Background: an optimization exercise with open tools, aiming at small area, a short achievable clock period and few clock cycles per item. Do not read the settings as production practice. In this exercise RTL edits were held to simulation tests only and were not proved equivalent to the original. No activity file was given, so power comes from the tool's default toggle rates.

## build 88
Design ex_muldiv_unit, start of the top module:
module ex_muldiv_unit (
   input  logic        clk,
   input  logic        resetN,
   input  logic        startIn,
   input  logic [2:0]  func3,
   input  logic [31:0] reg1Value,
   input  logic [31:0] reg2Value,
   input  logic [4:0]  rd,
   input  logic        killIn,
   input  logic        stallIn,
   output logic        busyOut,
   output logic        doneOut,
   output logic [31:0] resultOut,
   output logic [4:0]  rdOut
);
For scale: about 3000 cells after synthesis, roughly 150 flip-flops, ~23000 µm² of cells after synthesis.
Settings: LEC_CHECK=0, CAP_MARGIN=20, CORE_MARGIN=2, CORE_UTILIZATION=40, PLACE_DENSITY=0.6, SETUP_SLACK_MARGIN=0.2, SLEW_MARGIN=20; clock period 6.0 ns.
run.sh (not shown) runs the stock make flow with config.mk's settings and CLKGATE_MAP_FILE= SYNTH_SCRIPT=/design/flow/synth_recipe.tcl, a recipe that flattens the netlist after the stock synthesis.
Build 88 | status: complete | timing, DRC, antenna: pass
Testbench counts of build 88, summed over its fixed seeds: cycles 19,758, items 3,200.
Edits applied to the flow inputs when going from build 88 to build 84:
Settings: an added GPL_TIMING_DRIVEN of 0.
On first-pass GRT wire length, build 84 does worse than build 88.
Build 84: global-route met1 utilization 0.27 points below build 88
Compared with build 88, cell area in build 84 decreased by a few percent.
Across both runs, placement-stage worst setup slack was lower for build 84 than for build 88.
Between build 84 and build 88, it is build 84 whose top achievable clock speed is lower, by 0.0011 GHz.
> inputs changed (build 84 -> build 36)
Settings: SETUP_SLACK_MARGIN changed from 0.2 to 0.8; GPL_TIMING_DRIVEN removed (was 0).
Notes after the runs:
Build 36: no failed stages, no open violations at the end
Compared build 36 against build 84; clock insertion delay at the later pin of the skew report within noise.
sky130_fd_sc_hd__buf_4 as the leading cell type in the layout, fill and taps excluded was reported by build 36, and sky130_fd_sc_hd__nor2_1 by build 84.
Build 36: relative contribution of combinational cells to total power 2.8 points above build 84
The sequential power was comparable across build 36 and build 84.
Delta (build 36 minus build 84): clock-buffer cell count fell 1; wire length fell 3000 µm; instance area after placement rose 1600 µm²; final non-filler cell total rose 133.
Measured against each other, build 36 and build 84 differ in power, the higher figure coming from build 36.


ex_muldiv_unit, a different RTL version from the one above (not shown whole).
For scale: roughly 3800 cells after synthesis.
Settings: LEC_CHECK=0, ABC_AREA=1, CAP_MARGIN=0, CORE_MARGIN=2, CORE_UTILIZATION=30, GPL_TIMING_DRIVEN=1, PLACE_DENSITY=0.6, SETUP_SLACK_MARGIN=1.8, SLEW_MARGIN=0; clock period 6.0 ns.
standard.sh (not shown) runs the stock make flow with config.mk's settings and CLKGATE_MAP_FILE= SYNTH_SCRIPT=/design/flow/synth_recipe.tcl, a recipe that flattens the netlist after the stock synthesis.
==> flow/flow/run.sh <==
#!/bin/bash
# The standard layout, with buf_2 cells as the port buffers in place of the
# default pick. Make's full output goes to flow_make.log here; each ORFS step
# keeps its own log under orfs/logs.
set -euo pipefail
bash standard.sh 'BUFFER_PORTS_ARGS=-buffer_cell sky130_fd_sc_hd__buf_2' finish > flow_make.log 2>&1
The baseline went through all stages and came out clean.
Testbench counts at the start, summed over its fixed seeds: cycles 21,081, items 3,200.
Change:
CORE_UTILIZATION = 40   (was 30)
CTS_BUF_LIST = sky130_fd_sc_hd__clkbuf_8   (was default)
Maximum frequency increases by 1.8%.
Worst hold slack gains 0.015 ns.
Final cell count decreases by 6.0%.
Core utilization increases by 9.8 points.
Routed wire length decreases by about 8%.
Cell area decreases by 3.8%.
Synthesized area is unchanged.
Sequential share of layout area increases by 0.70 points.
Die area decreases by 25%.
Change:
CORE_UTILIZATION = 50   (was 40)
CTS_BUF_LIST = default   (was sky130_fd_sc_hd__clkbuf_8)
PLACE_DENSITY = 0.7   (was 0.6)
The changed run completed with no timing, DRC or antenna violations.
Die area drops by about a fifth.
Synthesized area does not change.
Total power climbs by a few percent.
Change:
CORE_UTILIZATION = 40   (was 50)
PLACE_DENSITY = 0.6   (was 0.7)
After rerunning:
- The new run completed with no timing, DRC or antenna violations
- area after synthesis stays the same
- total power fell by 2.5%
- first-iteration DRC count fell by 10%
- non-clock buffer count fell by 10
Change:
SETUP_SLACK_MARGIN = 2.1   (was 1.8)
After rerunning: Flip-flop and latch count stays the same. Setup slack is better by 0.13 ns. Count of clock-buffer cells in the layout came out higher by 2.


Starting RTL as in the previous note.
clock: 6.0 ns
lec_check: 0
abc_area: 1
cap_margin: 0
core_margin: 2
core_utilization: 40
gpl_timing_driven: 1
place_density: 0.6
setup_slack_margin: 1.95
slew_margin: 0
==> flow/flow/run.sh <==
#!/bin/bash
# The standard layout, with buf_4 cells as the port buffers in place of the
# default pick. Make's full output goes to flow_make.log here; each ORFS step
# keeps its own log under orfs/logs.
set -euo pipefail
bash standard.sh 'BUFFER_PORTS_ARGS=-buffer_cell sky130_fd_sc_hd__buf_4' finish > flow_make.log 2>&1
The baseline finished with timing, DRC and antenna clean.
Testbench counts at the start, summed over its fixed seeds: cycles 21,081, items 3,200.
Edit:
==> flow/flow/run.sh (replaced) <==
#!/bin/bash
# The standard layout, with buf_2 cells as the port buffers in place of the
# default pick. Make's full output goes to flow_make.log here; each ORFS step
# keeps its own log under orfs/logs.
set -euo pipefail
bash standard.sh 'BUFFER_PORTS_ARGS=-buffer_cell sky130_fd_sc_hd__buf_2' finish > flow_make.log 2>&1
Settings changed: PLACE_DENSITY 0.6 to 0.7.
=> The new run ran to the end with no violations; design area climbs by 1.1%; via count climbs by 1.8%; register-to-register slack barely changes; routed wire length climbs by 3.1%; total power climbs by 4.3%; synthesized area stays the same; worst setup slack improves by 0.0063 ns; die area is unchanged.
Edit:
Settings changed: CAP_MARGIN 0 to 20, PLACE_DENSITY 0.7 to 0.6, SETUP_SLACK_MARGIN 1.95 to 1.8, SLEW_MARGIN 0 to 20.
Count of clock-buffer cells in the layout increases by 1.
Die area is unchanged.
Design area decreases by 3.2%.
Power decreases by 4.6%.
Global-route usage barely changes.
Routed wire length decreases by 2.0%.
Clock power is about the same.
Setup slack got worse by 0.15 ns.
Fmax decreases by 3.5%.
Critical path depth decreases by 10.
Hold slack got worse by 0.0043 ns.
Edit:
Settings changed: CAP_MARGIN 20 to 0, SETUP_SLACK_MARGIN 1.8 to 1.7, SLEW_MARGIN 20 to 0.
Outcome: The changed run passed the timing, design-rule and antenna checks; worst setup slack degrades by 0.038 ns; core utilization went down by 0.44 points; cell area drops by 0.99%.

re-timing with driven ports:
How much do the figures lean on ideal ports? The routed layouts below were timed once more, with nothing changed but the port constraints. Step 1 assumes that a clkbuf_16 drives the clock port and a buf_2 every other input. Step 2 adds t to the input delays and takes it off the output delays; t is the mean of the earliest and latest rising clock arrival at the registers after step 1. Input paths then give back, and output paths get back, about the clock's delay inside the block. a / b / c = ideal ports / drivers / drivers and shift; a / b = the first two.
run	t, ns	setup WS [ns]	slew at the worst register clock pin (ns)
build 88	0.506	0.295 / 0.295 / -0.099	0.08 / 0.08
build 84	0.524	0.258 / 0.285 / -0.233	0.08 / 0.08
build 36	0.498	0.561 / 0.561 / 0.332	0.08 / 0.08
the first run of note 2	0.538	1.772 / 1.790 / 1.253	0.08 / 0.08
the second run of note 2	0.645	1.847 / 1.859 / 1.242	0.12 / 0.12
the third run of note 2	0.557	1.772 / 1.772 / 1.428	0.08 / 0.08
the fourth run of note 2	0.557	1.765 / 1.803 / 1.246	0.08 / 0.08
the fifth run of note 2	0.562	1.890 / 1.890 / 1.597	0.08 / 0.08
the first run of note 3	0.559	1.863 / 1.863 / 1.561	0.08 / 0.08
the second run of note 3	0.550	1.869 / 1.869 / 1.559	0.08 / 0.08
the third run of note 3	0.557	1.719 / 1.757 / 1.200	0.08 / 0.08
the fourth run of note 3	0.563	1.681 / 1.681 / 1.275	0.08 / 0.08
With both steps, setup timing fails in build 88 and build 84, where it was met with ideal ports. For the second run of note 2, which loses most, drivers alone change the setup slack by +0.012 ns; drivers and shift together by -0.605 ns.
